This is an optimization exercise on Yosys and OpenROAD, whose aim is small area, a short achievable clock period and few clock cycles per item, not a production implementation.
The RTL was checked by simulation tests, not by an equivalence proof against the original design.
No activity file was given, so power comes from the tool's default toggle rates.

**flow/config.mk**
```make
export PLATFORM = sky130hd
export DESIGN_NAME = matvec3
export DESIGN_NICKNAME = matvec3
export VERILOG_FILES = /design/flow/design.v
export SDC_FILE = /design/flow/constraint.sdc
export NUM_CORES = 4
export LEC_CHECK = 0
export CAP_MARGIN = 20
export CORE_MARGIN = 2
export CORE_UTILIZATION = 60
export CTS_BUF_LIST = sky130_fd_sc_hd__clkbuf_8
export CTS_CLUSTER_DIAMETER = 50
export CTS_CLUSTER_SIZE = 16
export SETUP_SLACK_MARGIN = 5
export SLEW_MARGIN = 20
```
**flow/constraint.sdc**
```tcl
create_clock -name core_clock -period 8.5 [get_ports {clk}]
set_input_delay 1.7000 -clock core_clock [delete_from_list [all_inputs] [get_ports {clk}]]
set_output_delay 1.7000 -clock core_clock [all_outputs]
set_load 0.01 [all_outputs]
```
**flow/design.v**
```verilog
package matvec_dims_pkg;
    localparam int MAT_DIM   = 3;
    localparam int MAT_WORDS = MAT_DIM * MAT_DIM;
    localparam int JOB_WORDS = MAT_WORDS + MAT_DIM;    
    localparam int SAMPLE_W = 14;
    localparam int ACC_W    = 2 * SAMPLE_W;            
    typedef logic signed [SAMPLE_W-1:0] sample_t;
    typedef logic signed [ACC_W-1:0] acc_t;
    typedef logic [3:0] w_addr_t;                      
    typedef logic [1:0] x_addr_t;                      
    typedef logic [3:0] load_count_t;
endpackage
package matvec_ctrl_pkg;
    typedef enum logic [1:0] {
        LOAD    = 2'd0,
        ISSUE   = 2'd1,
        DRAIN   = 2'd2,
        PRESENT = 2'd3
    } seq_state_t;
    localparam int READ_LATENCY = 1;
endpackage
`timescale 1ns/1ps
module mac_unit (
    input  logic [13:0] a,        
    input  logic [6:0]  one,      
    input  logic [6:0]  two,      
    input  logic [6:0]  neg,      
    input  logic        v,        
    input  logic [27:0] acc_s,    
    input  logic [27:0] acc_c,
    output logic [27:0] s,        
    output logic [27:0] c
);
    logic pp0_0;
    logic pp0_1;
    logic pp0_2;
    logic pp0_3;
    logic pp0_4;
    logic pp0_5;
    logic pp0_6;
    logic pp0_7;
    logic pp0_8;
    logic pp0_9;
    logic pp0_10;
    logic pp0_11;
    logic pp0_12;
    logic pp0_13;
    logic pp0_14;
    logic pp1_0;
    logic pp1_1;
    logic pp1_2;
    logic pp1_3;
    logic pp1_4;
    logic pp1_5;
    logic pp1_6;
    logic pp1_7;
    logic pp1_8;
    logic pp1_9;
    logic pp1_10;
    logic pp1_11;
    logic pp1_12;
    logic pp1_13;
    logic pp1_14;
    logic pp2_0;
    logic pp2_1;
    logic pp2_2;
    logic pp2_3;
    logic pp2_4;
    logic pp2_5;
    logic pp2_6;
    logic pp2_7;
    logic pp2_8;
    logic pp2_9;
    logic pp2_10;
    logic pp2_11;
    logic pp2_12;
    logic pp2_13;
    logic pp2_14;
    logic pp3_0;
    logic pp3_1;
    logic pp3_2;
    logic pp3_3;
    logic pp3_4;
    logic pp3_5;
    logic pp3_6;
    logic pp3_7;
    logic pp3_8;
    logic pp3_9;
    logic pp3_10;
    logic pp3_11;
    logic pp3_12;
    logic pp3_13;
    logic pp3_14;
    logic pp4_0;
    logic pp4_1;
    logic pp4_2;
    logic pp4_3;
    logic pp4_4;
    logic pp4_5;
    logic pp4_6;
    logic pp4_7;
    logic pp4_8;
    logic pp4_9;
    logic pp4_10;
    logic pp4_11;
    logic pp4_12;
    logic pp4_13;
    logic pp4_14;
    logic pp5_0;
    logic pp5_1;
    logic pp5_2;
    logic pp5_3;
    logic pp5_4;
    logic pp5_5;
    logic pp5_6;
    logic pp5_7;
    logic pp5_8;
    logic pp5_9;
    logic pp5_10;
    logic pp5_11;
    logic pp5_12;
    logic pp5_13;
    logic pp5_14;
    logic pp6_0;
    logic pp6_1;
    logic pp6_2;
    logic pp6_3;
    logic pp6_4;
    logic pp6_5;
    logic pp6_6;
    logic pp6_7;
    logic pp6_8;
    logic pp6_9;
    logic pp6_10;
    logic pp6_11;
    logic pp6_12;
    logic pp6_13;
    logic pp6_14;
    logic hs0;
    logic hc0;
    logic hs1;
    logic hc1;
    logic hs2;
    logic hc2;
    logic hs3;
    logic hc3;
    logic hs4;
    logic hc4;
    logic fs5;
    logic fc5;
    logic hs6;
    logic hc6;
    logic fs7;
    logic fc7;
    logic hs8;
    logic hc8;
    logic fs9;
    logic fc9;
    logic fs10;
    logic fc10;
    logic hs11;
    logic hc11;
    logic fs12;
    logic fc12;
    logic fs13;
    logic fc13;
    logic hs14;
    logic hc14;
    logic fs15;
    logic fc15;
    logic fs16;
    logic fc16;
    logic fs17;
    logic fc17;
    logic fs18;
    logic fc18;
    logic fs19;
    logic fc19;
    logic fs20;
    logic fc20;
    logic fs21;
    logic fc21;
    logic fs22;
    logic fc22;
    logic fs23;
    logic fc23;
    logic fs24;
    logic fc24;
    logic fs25;
    logic fc25;
    logic fs26;
    logic fc26;
    logic fs27;
    logic fc27;
    logic fs28;
    logic fc28;
    logic hs29;
    logic hc29;
    logic fs30;
    logic fc30;
    logic fs31;
    logic fc31;
    logic fs32;
    logic fc32;
    logic hs33;
    logic hc33;
    logic fs34;
    logic fc34;
    logic hs35;
    logic hc35;
    logic hs36;
    logic hc36;
    logic hs37;
    logic hc37;
    logic fs38;
    logic fc38;
    logic hs39;
    logic hc39;
    logic fs40;
    logic fc40;
    logic hs41;
    logic hc41;
    logic fs42;
    logic fc42;
    logic fs43;
    logic fc43;
    logic fs44;
    logic fc44;
    logic fs45;
    logic fc45;
    logic fs46;
    logic fc46;
    logic fs47;
    logic fc47;
    logic fs48;
    logic fc48;
    logic fs49;
    logic fc49;
    logic fs50;
    logic fc50;
    logic fs51;
    logic fc51;
    logic fs52;
    logic fc52;
    logic fs53;
    logic fc53;
    logic fs54;
    logic fc54;
    logic fs55;
    logic fc55;
    logic fs56;
    logic fc56;
    logic fs57;
    logic fc57;
    logic fs58;
    logic fc58;
    logic fs59;
    logic fc59;
    logic fs60;
    logic fc60;
    logic fs61;
    logic fc61;
    logic fs62;
    logic fc62;
    logic fs63;
    logic fc63;
    logic fs64;
    logic fc64;
    logic fs65;
    logic fc65;
    logic fs66;
    logic fc66;
    logic fs67;
    logic fc67;
    logic fs68;
    logic fc68;
    logic fs69;
    logic fc69;
    logic fs70;
    logic fc70;
    logic fs71;
    logic fc71;
    logic fs72;
    logic fc72;
    logic fs73;
    logic fc73;
    logic fs74;
    logic fc74;
    logic hs75;
    logic hc75;
    logic fs76;
    logic fc76;
    logic hs77;
    logic hc77;
    logic hs78;
    logic hc78;
    logic hs79;
    logic hc79;
    logic fs80;
    logic fc80;
    logic fs81;
    logic fc81;
    logic fs82;
    logic fc82;
    logic fs83;
    logic fc83;
    logic fs84;
    logic fc84;
    logic fs85;
    logic fc85;
    logic fs86;
    logic fc86;
    logic fs87;
    logic fc87;
    logic fs88;
    logic fc88;
    logic fs89;
    logic fc89;
    logic fs90;
    logic fc90;
    logic fs91;
    logic fc91;
    logic fs92;
    logic fc92;
    logic fs93;
    logic fc93;
    logic fs94;
    logic fc94;
    logic fs95;
    logic fc95;
    logic fs96;
    logic fc96;
    logic fs97;
    logic fc97;
    logic fs98;
    logic fc98;
    logic fs99;
    logic fc99;
    logic fs100;
    logic fc100;
    logic fs101;
    logic fc101;
    logic fs102;
    logic fc102;
    logic fs103;
    logic fc103;
    logic hs104;
    logic hc104;
    logic hs105;
    logic hc105;
    logic fs106;
    logic fc106;
    logic fs107;
    logic fc107;
    logic fs108;
    logic fc108;
    logic fs109;
    logic fc109;
    logic fs110;
    logic fc110;
    logic fs111;
    logic fc111;
    logic fs112;
    logic fc112;
    logic fs113;
    logic fc113;
    logic fs114;
    logic fc114;
    logic fs115;
    logic fc115;
    logic fs116;
    logic fc116;
    logic fs117;
    logic fc117;
    logic fs118;
    logic fc118;
    logic fs119;
    logic fc119;
    logic fs120;
    logic fc120;
    logic fs121;
    logic fc121;
    logic fs122;
    logic fc122;
    logic fs123;
    logic fc123;
    logic fs124;
    logic fc124;
    logic fs125;
    logic fc125;
    logic fs126;
    logic fc126;
    logic fs127;
    logic fc127;
    logic fs128;
    logic fc128;
    logic fs129;
    logic fc129;
    logic fs130;
    logic fc130;
    logic fs131;
    logic fc131;
    logic fs132;
    logic fc132;
    assign pp0_0 = neg[0] ^ ((one[0] & a[0]) | (two[0] & 1'b0));
    assign pp0_1 = neg[0] ^ ((one[0] & a[1]) | (two[0] & a[0]));
    assign pp0_2 = neg[0] ^ ((one[0] & a[2]) | (two[0] & a[1]));
    assign pp0_3 = neg[0] ^ ((one[0] & a[3]) | (two[0] & a[2]));
    assign pp0_4 = neg[0] ^ ((one[0] & a[4]) | (two[0] & a[3]));
    assign pp0_5 = neg[0] ^ ((one[0] & a[5]) | (two[0] & a[4]));
    assign pp0_6 = neg[0] ^ ((one[0] & a[6]) | (two[0] & a[5]));
    assign pp0_7 = neg[0] ^ ((one[0] & a[7]) | (two[0] & a[6]));
    assign pp0_8 = neg[0] ^ ((one[0] & a[8]) | (two[0] & a[7]));
    assign pp0_9 = neg[0] ^ ((one[0] & a[9]) | (two[0] & a[8]));
    assign pp0_10 = neg[0] ^ ((one[0] & a[10]) | (two[0] & a[9]));
    assign pp0_11 = neg[0] ^ ((one[0] & a[11]) | (two[0] & a[10]));
    assign pp0_12 = neg[0] ^ ((one[0] & a[12]) | (two[0] & a[11]));
    assign pp0_13 = neg[0] ^ ((one[0] & a[13]) | (two[0] & a[12]));
    assign pp0_14 = v & ~(neg[0] ^ ((one[0] & a[13]) | (two[0] & a[13])));    
    assign pp1_0 = neg[1] ^ ((one[1] & a[0]) | (two[1] & 1'b0));
    assign pp1_1 = neg[1] ^ ((one[1] & a[1]) | (two[1] & a[0]));
    assign pp1_2 = neg[1] ^ ((one[1] & a[2]) | (two[1] & a[1]));
    assign pp1_3 = neg[1] ^ ((one[1] & a[3]) | (two[1] & a[2]));
    assign pp1_4 = neg[1] ^ ((one[1] & a[4]) | (two[1] & a[3]));
    assign pp1_5 = neg[1] ^ ((one[1] & a[5]) | (two[1] & a[4]));
    assign pp1_6 = neg[1] ^ ((one[1] & a[6]) | (two[1] & a[5]));
    assign pp1_7 = neg[1] ^ ((one[1] & a[7]) | (two[1] & a[6]));
    assign pp1_8 = neg[1] ^ ((one[1] & a[8]) | (two[1] & a[7]));
    assign pp1_9 = neg[1] ^ ((one[1] & a[9]) | (two[1] & a[8]));
    assign pp1_10 = neg[1] ^ ((one[1] & a[10]) | (two[1] & a[9]));
    assign pp1_11 = neg[1] ^ ((one[1] & a[11]) | (two[1] & a[10]));
    assign pp1_12 = neg[1] ^ ((one[1] & a[12]) | (two[1] & a[11]));
    assign pp1_13 = neg[1] ^ ((one[1] & a[13]) | (two[1] & a[12]));
    assign pp1_14 = v & ~(neg[1] ^ ((one[1] & a[13]) | (two[1] & a[13])));    
    assign pp2_0 = neg[2] ^ ((one[2] & a[0]) | (two[2] & 1'b0));
    assign pp2_1 = neg[2] ^ ((one[2] & a[1]) | (two[2] & a[0]));
    assign pp2_2 = neg[2] ^ ((one[2] & a[2]) | (two[2] & a[1]));
    assign pp2_3 = neg[2] ^ ((one[2] & a[3]) | (two[2] & a[2]));
    assign pp2_4 = neg[2] ^ ((one[2] & a[4]) | (two[2] & a[3]));
    assign pp2_5 = neg[2] ^ ((one[2] & a[5]) | (two[2] & a[4]));
    assign pp2_6 = neg[2] ^ ((one[2] & a[6]) | (two[2] & a[5]));
    assign pp2_7 = neg[2] ^ ((one[2] & a[7]) | (two[2] & a[6]));
    assign pp2_8 = neg[2] ^ ((one[2] & a[8]) | (two[2] & a[7]));
    assign pp2_9 = neg[2] ^ ((one[2] & a[9]) | (two[2] & a[8]));
    assign pp2_10 = neg[2] ^ ((one[2] & a[10]) | (two[2] & a[9]));
    assign pp2_11 = neg[2] ^ ((one[2] & a[11]) | (two[2] & a[10]));
    assign pp2_12 = neg[2] ^ ((one[2] & a[12]) | (two[2] & a[11]));
    assign pp2_13 = neg[2] ^ ((one[2] & a[13]) | (two[2] & a[12]));
    assign pp2_14 = v & ~(neg[2] ^ ((one[2] & a[13]) | (two[2] & a[13])));    
    assign pp3_0 = neg[3] ^ ((one[3] & a[0]) | (two[3] & 1'b0));
    assign pp3_1 = neg[3] ^ ((one[3] & a[1]) | (two[3] & a[0]));
    assign pp3_2 = neg[3] ^ ((one[3] & a[2]) | (two[3] & a[1]));
    assign pp3_3 = neg[3] ^ ((one[3] & a[3]) | (two[3] & a[2]));
    assign pp3_4 = neg[3] ^ ((one[3] & a[4]) | (two[3] & a[3]));
    assign pp3_5 = neg[3] ^ ((one[3] & a[5]) | (two[3] & a[4]));
    assign pp3_6 = neg[3] ^ ((one[3] & a[6]) | (two[3] & a[5]));
    assign pp3_7 = neg[3] ^ ((one[3] & a[7]) | (two[3] & a[6]));
    assign pp3_8 = neg[3] ^ ((one[3] & a[8]) | (two[3] & a[7]));
    assign pp3_9 = neg[3] ^ ((one[3] & a[9]) | (two[3] & a[8]));
    assign pp3_10 = neg[3] ^ ((one[3] & a[10]) | (two[3] & a[9]));
    assign pp3_11 = neg[3] ^ ((one[3] & a[11]) | (two[3] & a[10]));
    assign pp3_12 = neg[3] ^ ((one[3] & a[12]) | (two[3] & a[11]));
    assign pp3_13 = neg[3] ^ ((one[3] & a[13]) | (two[3] & a[12]));
    assign pp3_14 = v & ~(neg[3] ^ ((one[3] & a[13]) | (two[3] & a[13])));    
    assign pp4_0 = neg[4] ^ ((one[4] & a[0]) | (two[4] & 1'b0));
    assign pp4_1 = neg[4] ^ ((one[4] & a[1]) | (two[4] & a[0]));
    assign pp4_2 = neg[4] ^ ((one[4] & a[2]) | (two[4] & a[1]));
    assign pp4_3 = neg[4] ^ ((one[4] & a[3]) | (two[4] & a[2]));
    assign pp4_4 = neg[4] ^ ((one[4] & a[4]) | (two[4] & a[3]));
    assign pp4_5 = neg[4] ^ ((one[4] & a[5]) | (two[4] & a[4]));
    assign pp4_6 = neg[4] ^ ((one[4] & a[6]) | (two[4] & a[5]));
    assign pp4_7 = neg[4] ^ ((one[4] & a[7]) | (two[4] & a[6]));
    assign pp4_8 = neg[4] ^ ((one[4] & a[8]) | (two[4] & a[7]));
    assign pp4_9 = neg[4] ^ ((one[4] & a[9]) | (two[4] & a[8]));
    assign pp4_10 = neg[4] ^ ((one[4] & a[10]) | (two[4] & a[9]));
    assign pp4_11 = neg[4] ^ ((one[4] & a[11]) | (two[4] & a[10]));
    assign pp4_12 = neg[4] ^ ((one[4] & a[12]) | (two[4] & a[11]));
    assign pp4_13 = neg[4] ^ ((one[4] & a[13]) | (two[4] & a[12]));
    assign pp4_14 = v & ~(neg[4] ^ ((one[4] & a[13]) | (two[4] & a[13])));    
    assign pp5_0 = neg[5] ^ ((one[5] & a[0]) | (two[5] & 1'b0));
    assign pp5_1 = neg[5] ^ ((one[5] & a[1]) | (two[5] & a[0]));
    assign pp5_2 = neg[5] ^ ((one[5] & a[2]) | (two[5] & a[1]));
    assign pp5_3 = neg[5] ^ ((one[5] & a[3]) | (two[5] & a[2]));
    assign pp5_4 = neg[5] ^ ((one[5] & a[4]) | (two[5] & a[3]));
    assign pp5_5 = neg[5] ^ ((one[5] & a[5]) | (two[5] & a[4]));
    assign pp5_6 = neg[5] ^ ((one[5] & a[6]) | (two[5] & a[5]));
    assign pp5_7 = neg[5] ^ ((one[5] & a[7]) | (two[5] & a[6]));
    assign pp5_8 = neg[5] ^ ((one[5] & a[8]) | (two[5] & a[7]));
    assign pp5_9 = neg[5] ^ ((one[5] & a[9]) | (two[5] & a[8]));
    assign pp5_10 = neg[5] ^ ((one[5] & a[10]) | (two[5] & a[9]));
    assign pp5_11 = neg[5] ^ ((one[5] & a[11]) | (two[5] & a[10]));
    assign pp5_12 = neg[5] ^ ((one[5] & a[12]) | (two[5] & a[11]));
    assign pp5_13 = neg[5] ^ ((one[5] & a[13]) | (two[5] & a[12]));
    assign pp5_14 = v & ~(neg[5] ^ ((one[5] & a[13]) | (two[5] & a[13])));    
    assign pp6_0 = neg[6] ^ ((one[6] & a[0]) | (two[6] & 1'b0));
    assign pp6_1 = neg[6] ^ ((one[6] & a[1]) | (two[6] & a[0]));
    assign pp6_2 = neg[6] ^ ((one[6] & a[2]) | (two[6] & a[1]));
    assign pp6_3 = neg[6] ^ ((one[6] & a[3]) | (two[6] & a[2]));
    assign pp6_4 = neg[6] ^ ((one[6] & a[4]) | (two[6] & a[3]));
    assign pp6_5 = neg[6] ^ ((one[6] & a[5]) | (two[6] & a[4]));
    assign pp6_6 = neg[6] ^ ((one[6] & a[6]) | (two[6] & a[5]));
    assign pp6_7 = neg[6] ^ ((one[6] & a[7]) | (two[6] & a[6]));
    assign pp6_8 = neg[6] ^ ((one[6] & a[8]) | (two[6] & a[7]));
    assign pp6_9 = neg[6] ^ ((one[6] & a[9]) | (two[6] & a[8]));
    assign pp6_10 = neg[6] ^ ((one[6] & a[10]) | (two[6] & a[9]));
    assign pp6_11 = neg[6] ^ ((one[6] & a[11]) | (two[6] & a[10]));
    assign pp6_12 = neg[6] ^ ((one[6] & a[12]) | (two[6] & a[11]));
    assign pp6_13 = neg[6] ^ ((one[6] & a[13]) | (two[6] & a[12]));
    assign pp6_14 = v & ~(neg[6] ^ ((one[6] & a[13]) | (two[6] & a[13])));    
    assign hs0 = neg[6] ^ acc_c[12];
    assign hc0 = neg[6] & acc_c[12];
    assign hs1 = acc_c[13] ^ acc_s[13];
    assign hc1 = acc_c[13] & acc_s[13];
    assign hs2 = acc_c[14] ^ acc_s[14];
    assign hc2 = acc_c[14] & acc_s[14];
    assign hs3 = neg[3] ^ acc_c[6];
    assign hc3 = neg[3] & acc_c[6];
    assign hs4 = acc_c[7] ^ acc_s[7];
    assign hc4 = acc_c[7] & acc_s[7];
    assign fs5 = neg[4] ^ acc_c[8] ^ acc_s[8];
    assign fc5 = (neg[4] & acc_c[8]) | (neg[4] & acc_s[8]) | (acc_c[8] & acc_s[8]);
    assign hs6 = pp0_8 ^ pp1_6;
    assign hc6 = pp0_8 & pp1_6;
    assign fs7 = acc_c[9] ^ acc_s[9] ^ pp0_9;
    assign fc7 = (acc_c[9] & acc_s[9]) | (acc_c[9] & pp0_9) | (acc_s[9] & pp0_9);
    assign hs8 = pp1_7 ^ pp2_5;
    assign hc8 = pp1_7 & pp2_5;
    assign fs9 = neg[5] ^ acc_c[10] ^ acc_s[10];
    assign fc9 = (neg[5] & acc_c[10]) | (neg[5] & acc_s[10]) | (acc_c[10] & acc_s[10]);
    assign fs10 = pp0_10 ^ pp1_8 ^ pp2_6;
    assign fc10 = (pp0_10 & pp1_8) | (pp0_10 & pp2_6) | (pp1_8 & pp2_6);
    assign hs11 = pp3_4 ^ pp4_2;
    assign hc11 = pp3_4 & pp4_2;
    assign fs12 = acc_c[11] ^ acc_s[11] ^ pp0_11;
    assign fc12 = (acc_c[11] & acc_s[11]) | (acc_c[11] & pp0_11) | (acc_s[11] & pp0_11);
    assign fs13 = pp1_9 ^ pp2_7 ^ pp3_5;
    assign fc13 = (pp1_9 & pp2_7) | (pp1_9 & pp3_5) | (pp2_7 & pp3_5);
    assign hs14 = pp4_3 ^ pp5_1;
    assign hc14 = pp4_3 & pp5_1;
    assign fs15 = acc_s[12] ^ hs0 ^ pp0_12;
    assign fc15 = (acc_s[12] & hs0) | (acc_s[12] & pp0_12) | (hs0 & pp0_12);
    assign fs16 = pp1_10 ^ pp2_8 ^ pp3_6;
    assign fc16 = (pp1_10 & pp2_8) | (pp1_10 & pp3_6) | (pp2_8 & pp3_6);
    assign fs17 = pp4_4 ^ pp5_2 ^ pp6_0;
    assign fc17 = (pp4_4 & pp5_2) | (pp4_4 & pp6_0) | (pp5_2 & pp6_0);
    assign fs18 = hc0 ^ hs1 ^ pp0_13;
    assign fc18 = (hc0 & hs1) | (hc0 & pp0_13) | (hs1 & pp0_13);
    assign fs19 = pp1_11 ^ pp2_9 ^ pp3_7;
    assign fc19 = (pp1_11 & pp2_9) | (pp1_11 & pp3_7) | (pp2_9 & pp3_7);
    assign fs20 = pp4_5 ^ pp5_3 ^ pp6_1;
    assign fc20 = (pp4_5 & pp5_3) | (pp4_5 & pp6_1) | (pp5_3 & pp6_1);
    assign fs21 = hc1 ^ hs2 ^ pp0_14;
    assign fc21 = (hc1 & hs2) | (hc1 & pp0_14) | (hs2 & pp0_14);
    assign fs22 = pp1_12 ^ pp2_10 ^ pp3_8;
    assign fc22 = (pp1_12 & pp2_10) | (pp1_12 & pp3_8) | (pp2_10 & pp3_8);
    assign fs23 = pp4_6 ^ pp5_4 ^ pp6_2;
    assign fc23 = (pp4_6 & pp5_4) | (pp4_6 & pp6_2) | (pp5_4 & pp6_2);
    assign fs24 = acc_c[15] ^ acc_s[15] ^ hc2;
    assign fc24 = (acc_c[15] & acc_s[15]) | (acc_c[15] & hc2) | (acc_s[15] & hc2);
    assign fs25 = pp1_13 ^ pp2_11 ^ pp3_9;
    assign fc25 = (pp1_13 & pp2_11) | (pp1_13 & pp3_9) | (pp2_11 & pp3_9);
    assign fs26 = pp4_7 ^ pp5_5 ^ pp6_3;
    assign fc26 = (pp4_7 & pp5_5) | (pp4_7 & pp6_3) | (pp5_5 & pp6_3);
    assign fs27 = acc_c[16] ^ acc_s[16] ^ pp1_14;
    assign fc27 = (acc_c[16] & acc_s[16]) | (acc_c[16] & pp1_14) | (acc_s[16] & pp1_14);
    assign fs28 = pp2_12 ^ pp3_10 ^ pp4_8;
    assign fc28 = (pp2_12 & pp3_10) | (pp2_12 & pp4_8) | (pp3_10 & pp4_8);
    assign hs29 = pp5_6 ^ pp6_4;
    assign hc29 = pp5_6 & pp6_4;
    assign fs30 = acc_c[17] ^ acc_s[17] ^ pp2_13;
    assign fc30 = (acc_c[17] & acc_s[17]) | (acc_c[17] & pp2_13) | (acc_s[17] & pp2_13);
    assign fs31 = pp3_11 ^ pp4_9 ^ pp5_7;
    assign fc31 = (pp3_11 & pp4_9) | (pp3_11 & pp5_7) | (pp4_9 & pp5_7);
    assign fs32 = acc_c[18] ^ acc_s[18] ^ pp2_14;
    assign fc32 = (acc_c[18] & acc_s[18]) | (acc_c[18] & pp2_14) | (acc_s[18] & pp2_14);
    assign hs33 = pp3_12 ^ pp4_10;
    assign hc33 = pp3_12 & pp4_10;
    assign fs34 = acc_c[19] ^ acc_s[19] ^ pp3_13;
    assign fc34 = (acc_c[19] & acc_s[19]) | (acc_c[19] & pp3_13) | (acc_s[19] & pp3_13);
    assign hs35 = acc_c[20] ^ acc_s[20];
    assign hc35 = acc_c[20] & acc_s[20];
    assign hs36 = neg[1] ^ acc_c[2];
    assign hc36 = neg[1] & acc_c[2];
    assign hs37 = acc_c[3] ^ acc_s[3];
    assign hc37 = acc_c[3] & acc_s[3];
    assign fs38 = neg[2] ^ acc_c[4] ^ acc_s[4];
    assign fc38 = (neg[2] & acc_c[4]) | (neg[2] & acc_s[4]) | (acc_c[4] & acc_s[4]);
    assign hs39 = pp0_4 ^ pp1_2;
    assign hc39 = pp0_4 & pp1_2;
    assign fs40 = acc_c[5] ^ acc_s[5] ^ pp0_5;
    assign fc40 = (acc_c[5] & acc_s[5]) | (acc_c[5] & pp0_5) | (acc_s[5] & pp0_5);
    assign hs41 = pp1_3 ^ pp2_1;
    assign hc41 = pp1_3 & pp2_1;
    assign fs42 = acc_s[6] ^ hs3 ^ pp0_6;
    assign fc42 = (acc_s[6] & hs3) | (acc_s[6] & pp0_6) | (hs3 & pp0_6);
    assign fs43 = pp1_4 ^ pp2_2 ^ pp3_0;
    assign fc43 = (pp1_4 & pp2_2) | (pp1_4 & pp3_0) | (pp2_2 & pp3_0);
    assign fs44 = hc3 ^ hs4 ^ pp0_7;
    assign fc44 = (hc3 & hs4) | (hc3 & pp0_7) | (hs4 & pp0_7);
    assign fs45 = pp1_5 ^ pp2_3 ^ pp3_1;
    assign fc45 = (pp1_5 & pp2_3) | (pp1_5 & pp3_1) | (pp2_3 & pp3_1);
    assign fs46 = hc4 ^ pp2_4 ^ pp3_2;
    assign fc46 = (hc4 & pp2_4) | (hc4 & pp3_2) | (pp2_4 & pp3_2);
    assign fs47 = pp4_0 ^ fs5 ^ hs6;
    assign fc47 = (pp4_0 & fs5) | (pp4_0 & hs6) | (fs5 & hs6);
    assign fs48 = pp3_3 ^ pp4_1 ^ fc5;
    assign fc48 = (pp3_3 & pp4_1) | (pp3_3 & fc5) | (pp4_1 & fc5);
    assign fs49 = hc6 ^ hs8 ^ fs7;
    assign fc49 = (hc6 & hs8) | (hc6 & fs7) | (hs8 & fs7);
    assign fs50 = pp5_0 ^ fs9 ^ hc8;
    assign fc50 = (pp5_0 & fs9) | (pp5_0 & hc8) | (fs9 & hc8);
    assign fs51 = hs11 ^ fc7 ^ fs10;
    assign fc51 = (hs11 & fc7) | (hs11 & fs10) | (fc7 & fs10);
    assign fs52 = fc9 ^ hc11 ^ hs14;
    assign fc52 = (fc9 & hc11) | (fc9 & hs14) | (hc11 & hs14);
    assign fs53 = fc10 ^ fs12 ^ fs13;
    assign fc53 = (fc10 & fs12) | (fc10 & fs13) | (fs12 & fs13);
    assign fs54 = hc14 ^ fc12 ^ fc13;
    assign fc54 = (hc14 & fc12) | (hc14 & fc13) | (fc12 & fc13);
    assign fs55 = fs15 ^ fs16 ^ fs17;
    assign fc55 = (fs15 & fs16) | (fs15 & fs17) | (fs16 & fs17);
    assign fs56 = fc15 ^ fc16 ^ fc17;
    assign fc56 = (fc15 & fc16) | (fc15 & fc17) | (fc16 & fc17);
    assign fs57 = fs18 ^ fs19 ^ fs20;
    assign fc57 = (fs18 & fs19) | (fs18 & fs20) | (fs19 & fs20);
    assign fs58 = fc18 ^ fc19 ^ fc20;
    assign fc58 = (fc18 & fc19) | (fc18 & fc20) | (fc19 & fc20);
    assign fs59 = fs21 ^ fs22 ^ fs23;
    assign fc59 = (fs21 & fs22) | (fs21 & fs23) | (fs22 & fs23);
    assign fs60 = fc21 ^ fc22 ^ fc23;
    assign fc60 = (fc21 & fc22) | (fc21 & fc23) | (fc22 & fc23);
    assign fs61 = fs24 ^ fs25 ^ fs26;
    assign fc61 = (fs24 & fs25) | (fs24 & fs26) | (fs25 & fs26);
    assign fs62 = hs29 ^ fc24 ^ fc25;
    assign fc62 = (hs29 & fc24) | (hs29 & fc25) | (fc24 & fc25);
    assign fs63 = fc26 ^ fs27 ^ fs28;
    assign fc63 = (fc26 & fs27) | (fc26 & fs28) | (fs27 & fs28);
    assign fs64 = pp6_5 ^ hc29 ^ fc27;
    assign fc64 = (pp6_5 & hc29) | (pp6_5 & fc27) | (hc29 & fc27);
    assign fs65 = fc28 ^ fs30 ^ fs31;
    assign fc65 = (fc28 & fs30) | (fc28 & fs31) | (fs30 & fs31);
    assign fs66 = pp5_8 ^ pp6_6 ^ hs33;
    assign fc66 = (pp5_8 & pp6_6) | (pp5_8 & hs33) | (pp6_6 & hs33);
    assign fs67 = fc30 ^ fc31 ^ fs32;
    assign fc67 = (fc30 & fc31) | (fc30 & fs32) | (fc31 & fs32);
    assign fs68 = pp4_11 ^ pp5_9 ^ pp6_7;
    assign fc68 = (pp4_11 & pp5_9) | (pp4_11 & pp6_7) | (pp5_9 & pp6_7);
    assign fs69 = hc33 ^ fc32 ^ fs34;
    assign fc69 = (hc33 & fc32) | (hc33 & fs34) | (fc32 & fs34);
    assign fs70 = hs35 ^ pp3_14 ^ pp4_12;
    assign fc70 = (hs35 & pp3_14) | (hs35 & pp4_12) | (pp3_14 & pp4_12);
    assign fs71 = pp5_10 ^ pp6_8 ^ fc34;
    assign fc71 = (pp5_10 & pp6_8) | (pp5_10 & fc34) | (pp6_8 & fc34);
    assign fs72 = acc_c[21] ^ acc_s[21] ^ hc35;
    assign fc72 = (acc_c[21] & acc_s[21]) | (acc_c[21] & hc35) | (acc_s[21] & hc35);
    assign fs73 = pp4_13 ^ pp5_11 ^ pp6_9;
    assign fc73 = (pp4_13 & pp5_11) | (pp4_13 & pp6_9) | (pp5_11 & pp6_9);
    assign fs74 = acc_c[22] ^ acc_s[22] ^ pp4_14;
    assign fc74 = (acc_c[22] & acc_s[22]) | (acc_c[22] & pp4_14) | (acc_s[22] & pp4_14);
    assign hs75 = pp5_12 ^ pp6_10;
    assign hc75 = pp5_12 & pp6_10;
    assign fs76 = acc_c[23] ^ acc_s[23] ^ pp5_13;
    assign fc76 = (acc_c[23] & acc_s[23]) | (acc_c[23] & pp5_13) | (acc_s[23] & pp5_13);
    assign hs77 = acc_c[24] ^ acc_s[24];
    assign hc77 = acc_c[24] & acc_s[24];
    assign hs78 = neg[0] ^ acc_c[0];
    assign hc78 = neg[0] & acc_c[0];
    assign hs79 = acc_c[1] ^ acc_s[1];
    assign hc79 = acc_c[1] & acc_s[1];
    assign fs80 = acc_s[2] ^ hs36 ^ pp0_2;
    assign fc80 = (acc_s[2] & hs36) | (acc_s[2] & pp0_2) | (hs36 & pp0_2);
    assign fs81 = hc36 ^ hs37 ^ pp0_3;
    assign fc81 = (hc36 & hs37) | (hc36 & pp0_3) | (hs37 & pp0_3);
    assign fs82 = hc37 ^ pp2_0 ^ fs38;
    assign fc82 = (hc37 & pp2_0) | (hc37 & fs38) | (pp2_0 & fs38);
    assign fs83 = fc38 ^ hc39 ^ hs41;
    assign fc83 = (fc38 & hc39) | (fc38 & hs41) | (hc39 & hs41);
    assign fs84 = hc41 ^ fc40 ^ fs42;
    assign fc84 = (hc41 & fc40) | (hc41 & fs42) | (fc40 & fs42);
    assign fs85 = fc42 ^ fc43 ^ fs44;
    assign fc85 = (fc42 & fc43) | (fc42 & fs44) | (fc43 & fs44);
    assign fs86 = fc44 ^ fc45 ^ fs46;
    assign fc86 = (fc44 & fc45) | (fc44 & fs46) | (fc45 & fs46);
    assign fs87 = fc46 ^ fs48 ^ fc47;
    assign fc87 = (fc46 & fs48) | (fc46 & fc47) | (fs48 & fc47);
    assign fs88 = fc48 ^ fs50 ^ fc49;
    assign fc88 = (fc48 & fs50) | (fc48 & fc49) | (fs50 & fc49);
    assign fs89 = fc50 ^ fs52 ^ fc51;
    assign fc89 = (fc50 & fs52) | (fc50 & fc51) | (fs52 & fc51);
    assign fs90 = fc52 ^ fc53 ^ fs54;
    assign fc90 = (fc52 & fc53) | (fc52 & fs54) | (fc53 & fs54);
    assign fs91 = fc54 ^ fc55 ^ fs56;
    assign fc91 = (fc54 & fc55) | (fc54 & fs56) | (fc55 & fs56);
    assign fs92 = fc56 ^ fc57 ^ fs58;
    assign fc92 = (fc56 & fc57) | (fc56 & fs58) | (fc57 & fs58);
    assign fs93 = fc58 ^ fc59 ^ fs60;
    assign fc93 = (fc58 & fc59) | (fc58 & fs60) | (fc59 & fs60);
    assign fs94 = fc60 ^ fc61 ^ fs62;
    assign fc94 = (fc60 & fc61) | (fc60 & fs62) | (fc61 & fs62);
    assign fs95 = fc62 ^ fc63 ^ fs64;
    assign fc95 = (fc62 & fc63) | (fc62 & fs64) | (fc63 & fs64);
    assign fs96 = fs66 ^ fc64 ^ fc65;
    assign fc96 = (fs66 & fc64) | (fs66 & fc65) | (fc64 & fc65);
    assign fs97 = fs68 ^ fc66 ^ fc67;
    assign fc97 = (fs68 & fc66) | (fs68 & fc67) | (fc66 & fc67);
    assign fs98 = fc68 ^ fs70 ^ fc69;
    assign fc98 = (fc68 & fs70) | (fc68 & fc69) | (fs70 & fc69);
    assign fs99 = fc70 ^ fs72 ^ fs73;
    assign fc99 = (fc70 & fs72) | (fc70 & fs73) | (fs72 & fs73);
    assign fs100 = hs75 ^ fc72 ^ fc73;
    assign fc100 = (hs75 & fc72) | (hs75 & fc73) | (fc72 & fc73);
    assign fs101 = pp6_11 ^ hc75 ^ fc74;
    assign fc101 = (pp6_11 & hc75) | (pp6_11 & fc74) | (hc75 & fc74);
    assign fs102 = hs77 ^ pp5_14 ^ pp6_12;
    assign fc102 = (hs77 & pp5_14) | (hs77 & pp6_12) | (pp5_14 & pp6_12);
    assign fs103 = acc_c[25] ^ acc_s[25] ^ hc77;
    assign fc103 = (acc_c[25] & acc_s[25]) | (acc_c[25] & hc77) | (acc_s[25] & hc77);
    assign hs104 = acc_c[26] ^ acc_s[26];
    assign hc104 = acc_c[26] & acc_s[26];
    assign hs105 = acc_s[0] ^ hs78;
    assign hc105 = acc_s[0] & hs78;
    assign fs106 = hc78 ^ hs79 ^ pp0_1;
    assign fc106 = (hc78 & hs79) | (hc78 & pp0_1) | (hs79 & pp0_1);
    assign fs107 = hc79 ^ pp1_0 ^ fs80;
    assign fc107 = (hc79 & pp1_0) | (hc79 & fs80) | (pp1_0 & fs80);
    assign fs108 = pp1_1 ^ fc80 ^ fs81;
    assign fc108 = (pp1_1 & fc80) | (pp1_1 & fs81) | (fc80 & fs81);
    assign fs109 = hs39 ^ fc81 ^ fs82;
    assign fc109 = (hs39 & fc81) | (hs39 & fs82) | (fc81 & fs82);
    assign fs110 = fs40 ^ fc82 ^ fs83;
    assign fc110 = (fs40 & fc82) | (fs40 & fs83) | (fc82 & fs83);
    assign fs111 = fs43 ^ fc83 ^ fs84;
    assign fc111 = (fs43 & fc83) | (fs43 & fs84) | (fc83 & fs84);
    assign fs112 = fs45 ^ fc84 ^ fs85;
    assign fc112 = (fs45 & fc84) | (fs45 & fs85) | (fc84 & fs85);
    assign fs113 = fs47 ^ fc85 ^ fs86;
    assign fc113 = (fs47 & fc85) | (fs47 & fs86) | (fc85 & fs86);
    assign fs114 = fc86 ^ fs49 ^ fs87;
    assign fc114 = (fc86 & fs49) | (fc86 & fs87) | (fs49 & fs87);
    assign fs115 = fs51 ^ fc87 ^ fs88;
    assign fc115 = (fs51 & fc87) | (fs51 & fs88) | (fc87 & fs88);
    assign fs116 = fs53 ^ fc88 ^ fs89;
    assign fc116 = (fs53 & fc88) | (fs53 & fs89) | (fc88 & fs89);
    assign fs117 = fs55 ^ fc89 ^ fs90;
    assign fc117 = (fs55 & fc89) | (fs55 & fs90) | (fc89 & fs90);
    assign fs118 = fs57 ^ fc90 ^ fs91;
    assign fc118 = (fs57 & fc90) | (fs57 & fs91) | (fc90 & fs91);
    assign fs119 = fs59 ^ fc91 ^ fs92;
    assign fc119 = (fs59 & fc91) | (fs59 & fs92) | (fc91 & fs92);
    assign fs120 = fs61 ^ fc92 ^ fs93;
    assign fc120 = (fs61 & fc92) | (fs61 & fs93) | (fc92 & fs93);
    assign fs121 = fs63 ^ fc93 ^ fs94;
    assign fc121 = (fs63 & fc93) | (fs63 & fs94) | (fc93 & fs94);
    assign fs122 = fs65 ^ fc94 ^ fs95;
    assign fc122 = (fs65 & fc94) | (fs65 & fs95) | (fc94 & fs95);
    assign fs123 = fs67 ^ fc95 ^ fs96;
    assign fc123 = (fs67 & fc95) | (fs67 & fs96) | (fc95 & fs96);
    assign fs124 = fs69 ^ fc96 ^ fs97;
    assign fc124 = (fs69 & fc96) | (fs69 & fs97) | (fc96 & fs97);
    assign fs125 = fs71 ^ fc97 ^ fs98;
    assign fc125 = (fs71 & fc97) | (fs71 & fs98) | (fc97 & fs98);
    assign fs126 = fc71 ^ fs99 ^ fc98;
    assign fc126 = (fc71 & fs99) | (fc71 & fc98) | (fs99 & fc98);
    assign fs127 = fs74 ^ fc99 ^ fs100;
    assign fc127 = (fs74 & fc99) | (fs74 & fs100) | (fc99 & fs100);
    assign fs128 = fs76 ^ fc100 ^ fs101;
    assign fc128 = (fs76 & fc100) | (fs76 & fs101) | (fc100 & fs101);
    assign fs129 = fc76 ^ fs102 ^ fc101;
    assign fc129 = (fc76 & fs102) | (fc76 & fc101) | (fs102 & fc101);
    assign fs130 = pp6_13 ^ fc102 ^ fs103;
    assign fc130 = (pp6_13 & fc102) | (pp6_13 & fs103) | (fc102 & fs103);
    assign fs131 = hs104 ^ pp6_14 ^ fc103;
    assign fc131 = (hs104 & pp6_14) | (hs104 & fc103) | (pp6_14 & fc103);
    assign fs132 = acc_c[27] ^ acc_s[27] ^ hc104;
    assign fc132 = (acc_c[27] & acc_s[27]) | (acc_c[27] & hc104) | (acc_s[27] & hc104);
    assign s[0] = pp0_0;
    assign c[0] = hs105;
    assign s[1] = hc105;
    assign c[1] = fs106;
    assign s[2] = fc106;
    assign c[2] = fs107;
    assign s[3] = fc107;
    assign c[3] = fs108;
    assign s[4] = fc108;
    assign c[4] = fs109;
    assign s[5] = fc109;
    assign c[5] = fs110;
    assign s[6] = fc110;
    assign c[6] = fs111;
    assign s[7] = fc111;
    assign c[7] = fs112;
    assign s[8] = fc112;
    assign c[8] = fs113;
    assign s[9] = fc113;
    assign c[9] = fs114;
    assign s[10] = fc114;
    assign c[10] = fs115;
    assign s[11] = fc115;
    assign c[11] = fs116;
    assign s[12] = fc116;
    assign c[12] = fs117;
    assign s[13] = fc117;
    assign c[13] = fs118;
    assign s[14] = fc118;
    assign c[14] = fs119;
    assign s[15] = fc119;
    assign c[15] = fs120;
    assign s[16] = fc120;
    assign c[16] = fs121;
    assign s[17] = fc121;
    assign c[17] = fs122;
    assign s[18] = fc122;
    assign c[18] = fs123;
    assign s[19] = fc123;
    assign c[19] = fs124;
    assign s[20] = fc124;
    assign c[20] = fs125;
    assign s[21] = fc125;
    assign c[21] = fs126;
    assign s[22] = fs127;
    assign c[22] = fc126;
    assign s[23] = fc127;
    assign c[23] = fs128;
    assign s[24] = fc128;
    assign c[24] = fs129;
    assign s[25] = fs130;
    assign c[25] = fc129;
    assign s[26] = fc130;
    assign c[26] = fs131;
    assign s[27] = fs132;
    assign c[27] = fc131;
endmodule
`timescale 1ns/1ps
module matvec3 (
    input  logic                     clk,
    input  logic                     reset,
    input  logic                     input_valid,
    output logic                     input_ready,
    input  matvec_dims_pkg::sample_t input_data,
    output logic                     output_valid,
    input  logic                     output_ready,
    output matvec_dims_pkg::acc_t    output_data
);
    typedef matvec_dims_pkg::sample_t sample_t;
    typedef matvec_dims_pkg::acc_t    acc_t;
    logic [3:0]  ph;
    sample_t     ring [0:11];
    logic [3:0]  lp;             
    logic        ahead;          
    logic [1:0]  cr, ck;         
    logic [3:0]  cp;             
    logic        due;            
    logic [2:0]  xv;             
    logic        ready_q;
    logic [6:0]  one_q, two_q, neg_q;    
    logic        m_v, m_first, m_last;
    acc_t        acc_s, acc_c;   
    acc_t        sum_s, sum_c;
    logic        acc_done;       
    acc_t        out_q;
    logic        out_v;
    logic        in_fire;
    logic        issue;
    logic        transfer;
    assign input_ready  = ready_q;
    assign output_valid = out_v;
    assign output_data  = out_q;
    assign in_fire  = input_valid && ready_q;
    assign transfer = acc_done && !out_v;
    assign issue = due && xv[ck] && ((ck != 2'd0) || !out_v);
    logic [3:0] ph_n;
    logic [1:0] cr_i, ck_i;
    logic [3:0] cp_i;
    logic       last_p;          
    logic [3:0] lp_inc;
    logic       due_i, due_ni;
    logic       rdy_f_i, rdy_f_ni, rdy_nf_i, rdy_nf_ni;
    function automatic logic slot_free(input logic ahd, input logic [3:0] w, input logic [3:0] c);
        if (!ahd)
            slot_free = 1'b1;
        else if (w < 4'd9)
            slot_free = (c > w);
        else
            slot_free = (c > w - 4'd3);
    endfunction
    always_comb begin
        ph_n   = (ph == 4'd11) ? 4'd0 : ph + 4'd1;
        last_p = (cp == 4'd8);
        cp_i   = last_p ? 4'd0 : cp + 4'd1;
        ck_i   = (ck == 2'd2) ? 2'd0 : ck + 2'd1;
        cr_i   = (ck != 2'd2) ? cr : ((cr == 2'd2) ? 2'd0 : cr + 2'd1);
        due_i  = !last_p;
        due_ni = (ph == ((cp >= 4'd3) ? cp - 4'd3 : cp + 4'd9));
        lp_inc = (lp == 4'd11) ? 4'd0 : lp + 4'd1;
        rdy_f_i   = slot_free((lp == 4'd11) ? 1'b1 : (last_p ? 1'b0 : ahead), lp_inc, cp_i);
        rdy_f_ni  = slot_free((lp == 4'd11) ? 1'b1 : ahead, lp_inc, cp);
        rdy_nf_i  = (ph_n == lp) && slot_free(last_p ? 1'b0 : ahead, lp, cp_i);
        rdy_nf_ni = (ph_n == lp) && slot_free(ahead, lp, cp);
    end
    always_ff @(posedge clk) begin
        if (reset) begin
            ph       <= 4'd0;
            lp       <= '0;
            ahead    <= 1'b0;
            cr       <= '0;
            ck       <= '0;
            cp       <= '0;
            due      <= 1'b0;
            xv       <= '0;
            ready_q  <= 1'b1;
            m_v      <= 1'b0;
            acc_done <= 1'b0;
            out_v    <= 1'b0;
        end else begin
            ph <= ph_n;
            if (in_fire) begin
                lp <= lp_inc;
                ready_q <= issue ? rdy_f_i : rdy_f_ni;
            end else begin
                ready_q <= issue ? rdy_nf_i : rdy_nf_ni;
            end
            if (in_fire && lp == 4'd11)
                ahead <= 1'b1;
            else if (issue && last_p)
                ahead <= 1'b0;
            if (issue) begin
                cr <= cr_i;
                ck <= ck_i;
                cp <= cp_i;
            end
            due <= issue ? due_i : due_ni;
            for (int k = 0; k < 3; k++) begin
                if (in_fire && ph == 4'(9 + k))
                    xv[k] <= 1'b1;
                else if (issue && cr == 2'd2 && ck == 2'(k))
                    xv[k] <= 1'b0;
            end
            m_v <= issue;
            if (m_v && m_last)
                acc_done <= 1'b1;
            else if (transfer)
                acc_done <= 1'b0;
            if (transfer)
                out_v <= 1'b1;
            else if (output_ready)
                out_v <= 1'b0;
        end
    end
    sample_t    x_op;
    logic [6:0] x_lo;            
    always_comb begin
        case (cr)
            2'd0:    x_op = ring[0];
            2'd1:    x_op = ring[3];
            default: x_op = ring[6];
        endcase
    end
    assign x_lo = {x_op[11], x_op[9], x_op[7], x_op[5], x_op[3], x_op[1], 1'b0};
    always_ff @(posedge clk) begin
        ring[0] <= in_fire ? input_data : ring[11];
        for (int i = 1; i < 12; i++)
            ring[i] <= ring[i-1];
        for (int i = 0; i < 7; i++) begin
            one_q[i] <= issue && (x_op[2*i] ^ x_lo[i]);
            two_q[i] <= issue && ((x_op[2*i+1] && !x_op[2*i] && !x_lo[i]) ||
                                  (!x_op[2*i+1] && x_op[2*i] && x_lo[i]));
            neg_q[i] <= issue && x_op[2*i+1];
        end
        m_first <= issue && (ck == 2'd0);
        m_last  <= issue && (ck == 2'd2);
        acc_s <= sum_s;
        acc_c <= sum_c;
        if (transfer)
            out_q <= acc_s + acc_c;
    end
    mac_unit mac_unit_i (
        .a     (ring[10]),
        .one   (one_q),
        .two   (two_q),
        .neg   (neg_q),
        .v     (m_v),
        .acc_s (m_first ? acc_t'(28'h0004000) : acc_s),
        .acc_c (m_first ? acc_t'(0) : acc_c),
        .s     (sum_s),
        .c     (sum_c)
    );
endmodule
```
**flow/run.sh**
```bash
#!/bin/bash
# synth_recipe.tcl (not shown) runs the flow's synth.tcl, then flattens the netlist and writes it again
# the make line also repeats each setting of config.mk as NAME=value (left out here)
make -C /OpenROAD-flow-scripts/flow DESIGN_CONFIG=/design/flow/config.mk WORK_HOME=/design/flow/orfs CLKGATE_MAP_FILE= SYNTH_SCRIPT=/design/flow/synth_recipe.tcl finish
```
==> results_dict.tcl, run 1 <==
set metrics [dict create \
    finalWirelength_mm 28.7 \
    clock.fmax_mhz 296 \
    postLayoutCellArea_sq_um 16100 \
    critPathKind "reg -> reg" \
    hold_slack_ns 0.325 \
    grt_max_degree 56 \
    maxSlewViolCount 0 \
    synth_cells 1373 \
    synth-seq-cells 300 \
    seq_area_sq_um 6290 \
    port_buffers 47 \
    clkLatencyLatePin_ns 0.59 \
    synth_common_cells "dfxtp_1, inv_1, fa_1" \
    cpMaxStageDelayCell "dfxtp_1" \
    num-fill-cells 1953 \
    path_clk_slew_ns 0.09 \
    hp-class "reg -> reg" \
    fin_ws_ns 5.12 \
    synth-edff-count 28 \
    leakagePower_nw 6.69 \
    grt_first_pass_wirelength_mm 48.3 \
    cp.required_ns 8.97 \
    core_area_sq_um 24400 \
    cts_tree "done" \
    period_needed_ns 3.38 \
    io-pin-count 48 \
    drt-wirelength-per-cell_microns 16.6 \
    arrival_ns 3.84 \
    area_growth_pct 7.93 \
    numCtsBuffers 27 \
    start_util_pct 61.1 \
    crit_buf_inv 1 \
    place.gp.congestion 0.829 \
    ys_seq_area_share_pct 42.2 \
    first_global_vias 9350 \
    synth.avg_cell_area_sq_um 10.9 \
    cts_hold_buffers 0 \
    grt_util_all_layers_pct 22.9 \
    critPathMaxStageDelay_ns 0.98 \
    cap_violations 0 \
    synth.most_common_cell "dfxtp_1" \
    finClkSkew_ns 0.0156 \
    timing.final.crit_share_pct 39.8 \
    yosysTopAreaCellShare_pct 36.5 \
    async_flop_share_pct 0 \
    cp_common_cell "fa_1" \
    placed_cell_area_sq_um 15600 \
    critPathCaptureType "register" \
    dieArea_sq_um 26100 \
    antenna_left 0 \
    setup_viol 0 \
    synthTopCellsByArea "dfxtp_1, fa_1, ha_1" \
    die_h_microns 162 \
    worst_setup_path_start_kind "register" \
    rsz0062_at_grt "no" \
    yosys_warnings 3 \
    num-nets-final 1605 \
    num_rows 57 \
    grt.overflow.total 0 \
    drtIter0Drc 611 \
    setup_tns_ns 0 \
    cts-root-buf "clkbuf_8" \
    drc 0 \
    peakVddDrop_mv 0.180 \
    cts_buffer_depth 3 \
    hold_viol 0 \
    synth_cell_types 57 \
    via_count 9294 \
    synth-main-ff-cell "dfxtp_1" \
    synth_area_sq_um 14900 \
    diodes 0 \
    htreeDepth 1 \
    antenna_found_initial 0 \
    path_cells "xor2_1 > nand2_1 > fa_1 > fa_1 > fa_1 > inv_1 > fa_1" \
    hpwl_mm 21.1 \
    outcome "timing/DRC/antenna clean" \
    synth_top_area_cell "dfxtp_1" \
    clock_sinks 300 \
    p_per_area_nw_per_um2 165 \
    synth_fp_nets 1590 \
    dp_slack_ns 4.73 \
    tightest_slew_ns 1.01 \
    die_w_microns 162 \
    crit_family "adder cells" \
    drtPass1Iterations 5 \
    slew_headroom_pct 32.6 \
    drive_gt1_share_pct 5.86 \
    via_per_inst 5.39 \
    cp_max_fo 16 \
    multiInputGateArea_sq_um 7910 \
]
==> layer usage <==
layer	track usage [%]	wire, microns	vias to the layer above
met5	0	0	-
met4	6.07	585	0
met3	3.63	1550	44
met2	36.0	12700	218
met1	33.4	13800	4442
li1	-	-	4590
==> path summary, 6_finish.rpt <==
path | from | endpoint | slack [ns] | cells past startpoint
setup / recovery | neg_q[0] | acc_c[15] | 5.12 | 7
hold / removal | ring[4][7] | ring[5][7] | 0.32 | 0
setup reg to reg | neg_q[0] | acc_c[15] | 5.12 | 7
hold reg to reg | ring[4][7] | ring[5][7] | 0.32 | 0
==> sequential cells by signal, indices dropped and copies added (netlist names), 7 cells and up <==
signal / count
one_q: 7
neg_q: 7
acc_s: 28
ring: 168
acc_c: 28
out_q: 28
two_q: 7
==> placed cells by master, fill, tap and decap left out, drive strengths merged, types with 3 or more instances in the layout <==
| cell type | instances |
|---|---|
| dfxtp | 272 |
| inv | 135 |
| fa | 111 |
| a22oi | 93 |
| xnor2 | 92 |
| ha | 88 |
| a21oi | 73 |
| nor2 | 71 |
| xor2 | 55 |
| nor2b | 54 |
| nand2 | 53 |
| clkdlybuf4s50 | 47 |
| o21ai | 43 |
| edfxtp | 28 |
| clkbuf | 27 |
| nand2b | 18 |
| mux2i | 15 |
| mux2 | 14 |
| nor3 | 11 |
| a21o | 10 |
| nand3 | 8 |
| and2 | 7 |
| a31oi | 7 |
| o21a | 7 |
| nand3b | 6 |
| nand4 | 5 |
| buf | 5 |
| o41ai | 4 |
| nand4b | 3 |
| a211oi | 3 |
| o2111ai | 3 |
| a41oi | 3 |
| and3 | 3 |
| or3 | 3 |
==> worst register-to-register path, stage by stage (launching register included) <==
cell,delay [ns]
dfxtp_1,0.98
xor2_1,0.22
nand2_1,0.10
fa_1,0.50
fa_1,0.48
fa_1,0.51
inv_1,0.05
fa_1,0.42
==> repair_timing <==
action,4_1_cts,5_1_grt
resized for setup,0,6
setup buffers,0,0
endpoints found under the setup margin,0,6
==> report_power, final <==
group	total [mW]	switching (mW)	internal [mW]
Combinational	0.167	0.0875	0.0797
Clock	0.838	0.492	0.346
Sequential	1.66	0.0982	1.56
Total	2.66	0.678	1.98
==> layout make-up <==
cell class	instances	area share [%]
timing repair buffer	52	3.18
clock buffer	27	2.31
sequential	300	39.1
clock inverter	13	0.855
inverter	123	2.87
multi-input combinational	884	49.2
tap	324	2.52
==> cell families (layout without fill, tap and decap cells) <==
family | count (synthesis) | after routing | synth area share, %
adder cells (fa/ha/maj) | 201 | 201 | 22.4
XOR/XNOR | 147 | 147 | 8.63
multiplexers | 29 | 29 | 2.06
AO/OA/AOI/OAI | 258 | 258 | 11.5
buffers and inverters | 189 | 215 | 4.82
flip-flops | 300 | 300 | 42.2
AND/OR/NAND/NOR | 249 | 249 | 8.42
==> metrics by stage <==
step	util, %	power (mW)	std cells
2_1_floorplan	-	1.78	1373
3_3_place_gp	63.9	1.85	1683
3_5_place_dp	63.9	1.86	1683
4_1_cts	65.9	2.69	1723
5_1_grt	66.0	2.79	1723
6_report	66.0	2.66	1723
Testbench counts, summed over its fixed seeds: cycles 4,688, jobs 384.
==> run 2, diff against run 1 <==
==> flow/flow/run.sh (new file) <==
#!/bin/bash
# The standard layout, with plain buffers (not delay cells) on the ports.
set -euo pipefail
bash standard.sh BUFFER_PORTS_ARGS="-buffer_cell sky130_fd_sc_hd__buf_1" finish > flow_make.log 2>&1
==> flow/standard.sh (new file) <==
#!/bin/bash
# synth_recipe.tcl (not shown) runs the flow's synth.tcl, then flattens the netlist and writes it again
# the make line also repeats each setting of config.mk as NAME=value (left out here)
make -C /OpenROAD-flow-scripts/flow DESIGN_CONFIG=/design/flow/config.mk WORK_HOME=/design/flow/orfs CLKGATE_MAP_FILE= SYNTH_SCRIPT=/design/flow/synth_recipe.tcl "${@:-finish}"
==> flow/config.mk (replaced) <==
export PLATFORM = sky130hd
export DESIGN_NAME = matvec3
export DESIGN_NICKNAME = matvec3
export VERILOG_FILES = /design/flow/design.v
export SDC_FILE = /design/flow/constraint.sdc
export NUM_CORES = 4
export LEC_CHECK = 0
export CAP_MARGIN = 60
export CORE_MARGIN = 2
export CORE_UTILIZATION = 40
export CTS_BUF_LIST = sky130_fd_sc_hd__clkbuf_8
export CTS_CLUSTER_DIAMETER = 50
export CTS_CLUSTER_SIZE = 16
export SETUP_SLACK_MARGIN = 5
export SLEW_MARGIN = 60
removed: flow/run.sh
==> run 2 against run 1 <==
Net effect: non-clock buffer count is the same; still clean on timing, DRC and antenna; wire length grew 7.3%; sequential cell count is the same; highest routed layer unchanged; maximum frequency grew 1.0%; clock skew grew 0.031 ns; critical path depth grew 2; worst setup slack gained 0.034 ns; synthesized area is the same; first-iteration DRC count grew 1.3%; design area grew 0.89%.
==> results_dict.tcl, run 2 <==
set metrics [dict create \
    htreeDepth 2 \
    clkLatencyLatePin_ns 0.56 \
    synth.avg_cell_area_sq_um 10.9 \
    num_rows 70 \
    mostFrequentLayoutCells "dfxtp_1, inv_1, fa_1, a22oi_1, xnor2_1" \
    drive_gt1_share_pct 8.90 \
    hold_viol 0 \
    cap_violations 0 \
    drc 0 \
    first_global_vias 9690 \
    hp-class "reg -> reg" \
    ys_seq_area_share_pct 42.2 \
    port_buffers 47 \
    power.share.clock_pct 35.6 \
    hpwl_mm 22.3 \
    io-pin-count 48 \
    antenna_found_initial 0 \
    cts_setup_buffers 0 \
    cts_tree "done" \
    clock.fmax_mhz 299 \
    start_util_pct 40.6 \
    cts_buffer_depth 3 \
    async_flop_share_pct 0 \
    place.gp.congestion 0.850 \
    reg2reg_depth 9 \
    reg2reg_to "acc_c[17]" \
    arrival_ns 3.74 \
    rsz0062_at_grt "no" \
    rr_startpoint "two_q[1]" \
    finalWirelength_mm 30.8 \
    drt-wirelength-per-cell_microns 16.3 \
    maxSlewViolCount 0 \
    switching_share_pct 26.1 \
    peakVddDrop_mv 0.173 \
    numCtsBuffers 35 \
    core_area_sq_um 36700 \
    diodes 0 \
    period_needed_ns 3.35 \
    synth-seq-cells 300 \
    timing.final.crit_share_pct 39.4 \
    critPathCaptureType "register" \
    outcome "timing/DRC/antenna clean" \
    die_w_microns 197 \
    grt.overflow.total 0 \
    synth_fp_nets 1590 \
    grt_first_pass_wirelength_mm 50.7 \
    yosysTopAreaCellShare_pct 36.5 \
    seq_area_sq_um 6330 \
    min_to "ring[3][12]" \
    area_growth_pct 8.89 \
    tightest_slew_ns 0.583 \
    largest_reg_flops 168 \
    via_per_inst 5.02 \
    num-nets-final 1613 \
    power.net_switching_mw 0.738 \
    pwr-share-comb_pct 5.6 \
    layout_commonest_cell "dfxtp_1" \
    p_per_area_nw_per_um2 174 \
    synth_cell_types 57 \
    cts.repair.resized 0 \
    dieArea_sq_um 38800 \
    synth_common_cells "dfxtp_1, inv_1, fa_1" \
    cp.required_ns 8.90 \
    intPower_mw 2.09 \
    worst_setup_path_start_kind "register" \
    setup_viol 0 \
    hold_depth 0 \
    cts-root-buf "clkbuf_8" \
    cts_hold_buffers 0 \
    power_mw 2.83 \
    grt_util_all_layers_pct 16.3 \
    synth_top_area_cell "dfxtp_1" \
    timing.reg2reg.setup_slack_ns 5.15 \
    grt_max_degree 56 \
    setup_tns_ns 0 \
    leakagePower_nw 6.68 \
    multiInputGateArea_sq_um 7930 \
    synthTopCellsByArea "dfxtp_1, fa_1, ha_1" \
    hold_start "ring[2][12]" \
    synth.most_common_cell "dfxtp_1" \
    finClkSkew_ns 0.0463 \
    synth-edff-count 28 \
    drtIter0Drc 619 \
    clock_sinks 300 \
    critPathKind "reg -> reg" \
    yosys_warnings 3 \
    path_clk_slew_ns 0.09 \
    cp_max_fo 14 \
    p_seq_share_pct 58.8 \
    antenna_left 0 \
    synth_area_sq_um 14900 \
    synth-main-ff-cell "dfxtp_1" \
    num-fill-cells 3468 \
    slew_headroom_pct 61.1 \
    die_h_microns 197 \
    synth_cells 1373 \
    drtPass1Iterations 5 \
    via_count 9463 \
    regMostFlops "ring" \
]
-- run 2: how the worst max path moves through the flow --
stage	from	to	slack, ns	cells after the start
floorplan	neg_q[2]	acc_c[17]	5.22	9
global placement	input_valid	ready_q	5.05	7
detailed placement	one_q[1]	acc_c[17]	5.15	9
CTS	one_q[1]	acc_c[17]	5.10	9
global route	acc_s[0]	out_q[26]	5.04	12
finish	two_q[1]	acc_c[17]	5.15	9
-- run 2: final cells by class --
cell class | instances | area share, %
inverters | 123 | 2.84
multi-input cells | 884 | 48.8
clock buffers | 36 | 3.05
repair buffers | 52 | 1.39
flip-flops and latches | 300 | 39.0
well taps | 468 | 3.61
clock inverters | 21 | 1.27
-- run 2: logic make-up (layout without fill, tap and decap cells) --
| family | count (synthesis) | in the layout | synth area share [%] |
|---|---|---|---|
| adder cells (fa/ha/maj) | 201 | 201 | 22.4 |
| buffers and inverters | 189 | 232 | 4.82 |
| AO/OA/AOI/OAI | 258 | 258 | 11.5 |
| flip-flops | 300 | 300 | 42.2 |
| XOR/XNOR | 147 | 147 | 8.63 |
| AND/OR/NAND/NOR | 249 | 249 | 8.42 |
| multiplexers | 29 | 29 | 2.06 |
-- run 2: metrics by stage --
step                setup WS, ns  instance area [sq um]  hold WS [ns]  std cells  util (%)
finish                      5.15                  16200         0.320       1884      44.2
floorplan                   5.22                  14900         0.310       1373         -
global route                5.04                  16200         0.325       1884      44.2
CTS                         5.10                  16200         0.320       1884      44.2
global placement            5.05                  15500         0.310       1825      42.1
detailed placement          5.15                  15500         0.312       1827      42.3
-- run 2: worst max-delay path: stages (launching register included) --
cell and delay, ns:
dfxtp_1 0.70, o21ai_0 0.20, xor2_1 0.17, and2_1 0.19, fa_1 0.48, inv_1 0.05, fa_1 0.41, fa_1 0.52
inv_1 0.05, fa_1 0.42
-- run 2: layer usage --
layer	wire length, microns	track usage [%]
met1	14800	23.1
met4	622	4.59
met5	0	0
met3	1650	2.89
met2	13700	25.7
-- run 2: power groups by stage --
stage | sequential (mW) | combinational (mW) | clock (mW)
floorplan | 1.63 | 0.153 | 0
global placement | 1.68 | 0.157 | 0
detailed placement | 1.69 | 0.161 | 0
CTS | 1.66 | 0.162 | 1.05
global route | 1.68 | 0.184 | 1.10
finish | 1.66 | 0.159 | 1.01
==> run 3, diff against run 2 <==
==> flow/flow/run.sh (replaced) <==
#!/bin/bash
# The standard layout, with plain buffers (not delay cells) on the ports and
# timing repair aimed below the clock period.
set -euo pipefail
bash standard.sh BUFFER_PORTS_ARGS="-buffer_cell sky130_fd_sc_hd__buf_2" SETUP_SLACK_MARGIN=5.8 finish > flow_make.log 2>&1
--- a/flow/config.mk
+++ b/flow/config.mk
@@ -5,11 +5,11 @@
 export SDC_FILE = /design/flow/constraint.sdc
 export NUM_CORES = 4
 export LEC_CHECK = 0
-export CAP_MARGIN = 60
+export CAP_MARGIN = 20
 export CORE_MARGIN = 2
 export CORE_UTILIZATION = 40
 export CTS_BUF_LIST = sky130_fd_sc_hd__clkbuf_8
 export CTS_CLUSTER_DIAMETER = 50
 export CTS_CLUSTER_SIZE = 16
 export SETUP_SLACK_MARGIN = 5
-export SLEW_MARGIN = 60
+export SLEW_MARGIN = 20
==> run 3 against run 2 <==
Net effect: first-iteration DRC count shrank 2.9%; worst hold slack improved by 0.0041 ns; non-clock buffer count increased by 73; power grew 0.36%; still clean on timing, DRC and antenna; count of clock-buffer cells in the layout decreased by 5; via count rose by 2.2%; worst setup slack improved by 0.43 ns; sequential cell count unchanged; synthesized cell count did not move; die area stayed put; maximum frequency rose by 15%; sequential power is essentially flat.
==> results_dict.tcl, run 3 <==
set metrics [dict create \
    outcome "timing/DRC/antenna clean" \
    grt_util_all_layers_pct 16.4 \
    fin_cells 1948 \
    leakagePower_nw 7.24 \
    path_clk_slew_ns 0.09 \
    via_count 9668 \
    synth_fp_nets 1590 \
    power.share.clock_pct 34.0 \
    synth.most_common_cell "dfxtp_1" \
    synth_top_area_cell "dfxtp_1" \
    setup_viol 0 \
    period_needed_ns 2.91 \
    synth.avg_cell_area_sq_um 10.9 \
    port_buffers 47 \
    area_growth_pct 18.7 \
    synth-main-ff-cell "dfxtp_1" \
    drc 0 \
    p_seq_share_pct 57.9 \
    cp_max_fo 9 \
    drtIter0Drc 601 \
    clock.fmax_mhz 343 \
    antenna_left 0 \
    wl_met3_mm 1.30 \
    async_flop_share_pct 0 \
    antenna_found_initial 0 \
    synth_common_cells "dfxtp_1, inv_1, fa_1" \
    numCtsBuffers 30 \
    m1WireLength_mm 15.1 \
    drive_gt1_share_pct 26.8 \
    timing.final.crit_share_pct 34.3 \
    cp.required_ns 8.96 \
    drtPass1Iterations 5 \
    synth_cells 1373 \
    num-fill-cells 3261 \
    die_h_microns 197 \
    drt-wirelength-per-cell_microns 16.3 \
    slew_headroom_pct 41.5 \
    cts-root-buf "clkbuf_8" \
    hold_slack_ns 0.324 \
    core_area_sq_um 36700 \
    via_per_inst 4.96 \
    layout_commonest_cell "dfxtp_1" \
    largest_reg_flops 168 \
    dr_wl_met2_mm 14.4 \
    tightest_slew_ns 0.876 \
    cpMaxStageDelayCell "fa_2" \
    peakVddDrop_mv 0.104 \
    num-nets-final 1681 \
    yosysTopAreaCellShare_pct 36.5 \
    switching_share_pct 26.1 \
    dp.cells 1826 \
    hp-class "reg -> reg" \
    pwr-share-comb_pct 8.2 \
    synth_area_sq_um 14900 \
    clkLatencyLatePin_ns 0.59 \
    regMostFlops "ring" \
    rsz0062_at_grt "yes" \
    ys_seq_area_share_pct 42.2 \
    cts_buffer_depth 3 \
    hpwl_mm 21.7 \
    critPathCaptureType "register" \
    place.gp.congestion 0.834 \
    power.net_switching_mw 0.742 \
    die_w_microns 197 \
    worst_setup_path_start_kind "register" \
    critPathKind "reg -> reg" \
    hold_viol 0 \
    mostFrequentLayoutCells "dfxtp_1, inv_1, xnor2_1, ha_1, fa_1" \
    synthTopCellsByArea "dfxtp_1, fa_1, ha_1" \
    setup_tns_ns 0 \
    io-pin-count 48 \
    yosys_warnings 3 \
    grt_max_degree 34 \
    cts_hold_buffers 0 \
    htreeDepth 1 \
    finalWirelength_mm 31.7 \
    num_rows 70 \
    synth-seq-cells 300 \
    cap_violations 0 \
    arrival_ns 3.37 \
    start_util_pct 40.6 \
    finClkSkew_ns 0.0267 \
    dieArea_sq_um 38800 \
    clock_sinks 300 \
    grt.overflow.total 0 \
    topRoutingLayerUsed "met4" \
    first_global_vias 9865 \
    grt_first_pass_wirelength_mm 51.5 \
    p_per_area_nw_per_um2 160 \
    synth-edff-count 28 \
    cts_tree "done" \
    maxSlewViolCount 0 \
    diodes 0 \
    synth_cell_types 57 \
    path_cells "buf_12 > or2_4 > ha_4 > inv_2 > fa_2 > fa_2 > fa_1 > inv_1 > fa_1" \
    intPower_mw 2.10 \
    critPathMaxStageDelay_ns 0.54 \
]
run 3: kinds of logic after synthesis:
kind of cell | after synthesis | synth area share [%]
multiplexers | 29 | 2.06
adder cells (fa/ha/maj) | 201 | 22.4
AO/OA/AOI/OAI | 258 | 11.5
XOR/XNOR | 147 | 8.63
flip-flops | 300 | 42.2
AND/OR/NAND/NOR | 249 | 8.42
buffers and inverters | 189 | 4.82
run 3: area by class of cell:
class | count | area [sq um] | area share (%)
clock buffer | 31 | 427 | 2.41
clock inverter | 17 | 220 | 1.24
inverter | 123 | 465 | 2.63
multi-input combinational | 884 | 8570 | 48.4
sequential | 300 | 6440 | 36.4
tap | 468 | 586 | 3.31
timing repair buffer | 125 | 985 | 5.56
run 3: power groups by stage:
| stage | Clock (mW) | Combinational [mW] | Sequential, mW |
|---|---|---|---|
| 2_1_floorplan | 0 | 0.160 | 1.63 |
| 3_3_place_gp | 0 | 0.161 | 1.68 |
| 3_5_place_dp | 0 | 0.164 | 1.69 |
| 4_1_cts | 0.998 | 0.203 | 1.65 |
| 5_1_grt | 1.05 | 0.260 | 1.66 |
| 6_report | 0.964 | 0.232 | 1.64 |
run 3: final timing paths:
path               start      endpoint  slack, ns  cells past startpoint
max              m_first     acc_c[15]       5.59                      9
min          ring[9][10]  ring[10][10]       0.32                      0
max reg2reg      m_first     acc_c[15]       5.59                      9
min reg2reg  ring[9][10]  ring[10][10]       0.32                      0
run 3: per-layer routing:
| metal | track usage, % | vias up |
|---|---|---|
| met1 | 22.8 | 4685 |
| met4 | 5.93 | 0 |
| li1 | - | 4754 |
| met3 | 2.36 | 51 |
| met5 | 0 | - |
| met2 | 26.2 | 178 |
run 3: repair_timing:
item / CTS / global route
buffers inserted: 40 / 30
cloned: 4 / 0
endpoints found under the setup margin: 76 / 66
resized for setup: 163 / 97
pin swaps: 37 / 55
run 3: worst max-delay path, delay by kind of cell, from the launching register on:
family | cells | cell delay (ns)
DFF | 1 | 0.37
buffers and inverters | 3 | 0.25
and+or+nand+nor | 1 | 0.23
adders and majority gates | 5 | 1.93
run 3: stage by stage:
step / total power [mW] / worst slack (ns) / cell area (sq um) / utilization (%)
detailed placement: 1.85 / 5.02 / 15600 / 42.5
floorplan: 1.79 / 5.56 / 15100 / -
finish: 2.84 / 5.59 / 17700 / 48.2
global route: 2.97 / 5.50 / 17700 / 48.2
global placement: 1.84 / 5.02 / 15600 / 42.5
CTS: 2.85 / 5.57 / 17100 / 46.6

Setup slack of run 3, layout unchanged: 5.588 ns with ideal ports, 5.588 ns with driving cells assumed (clock clkbuf_16, inputs buf_2), 5.421 ns with port delays also shifted by the 0.625 ns mid clock arrival.
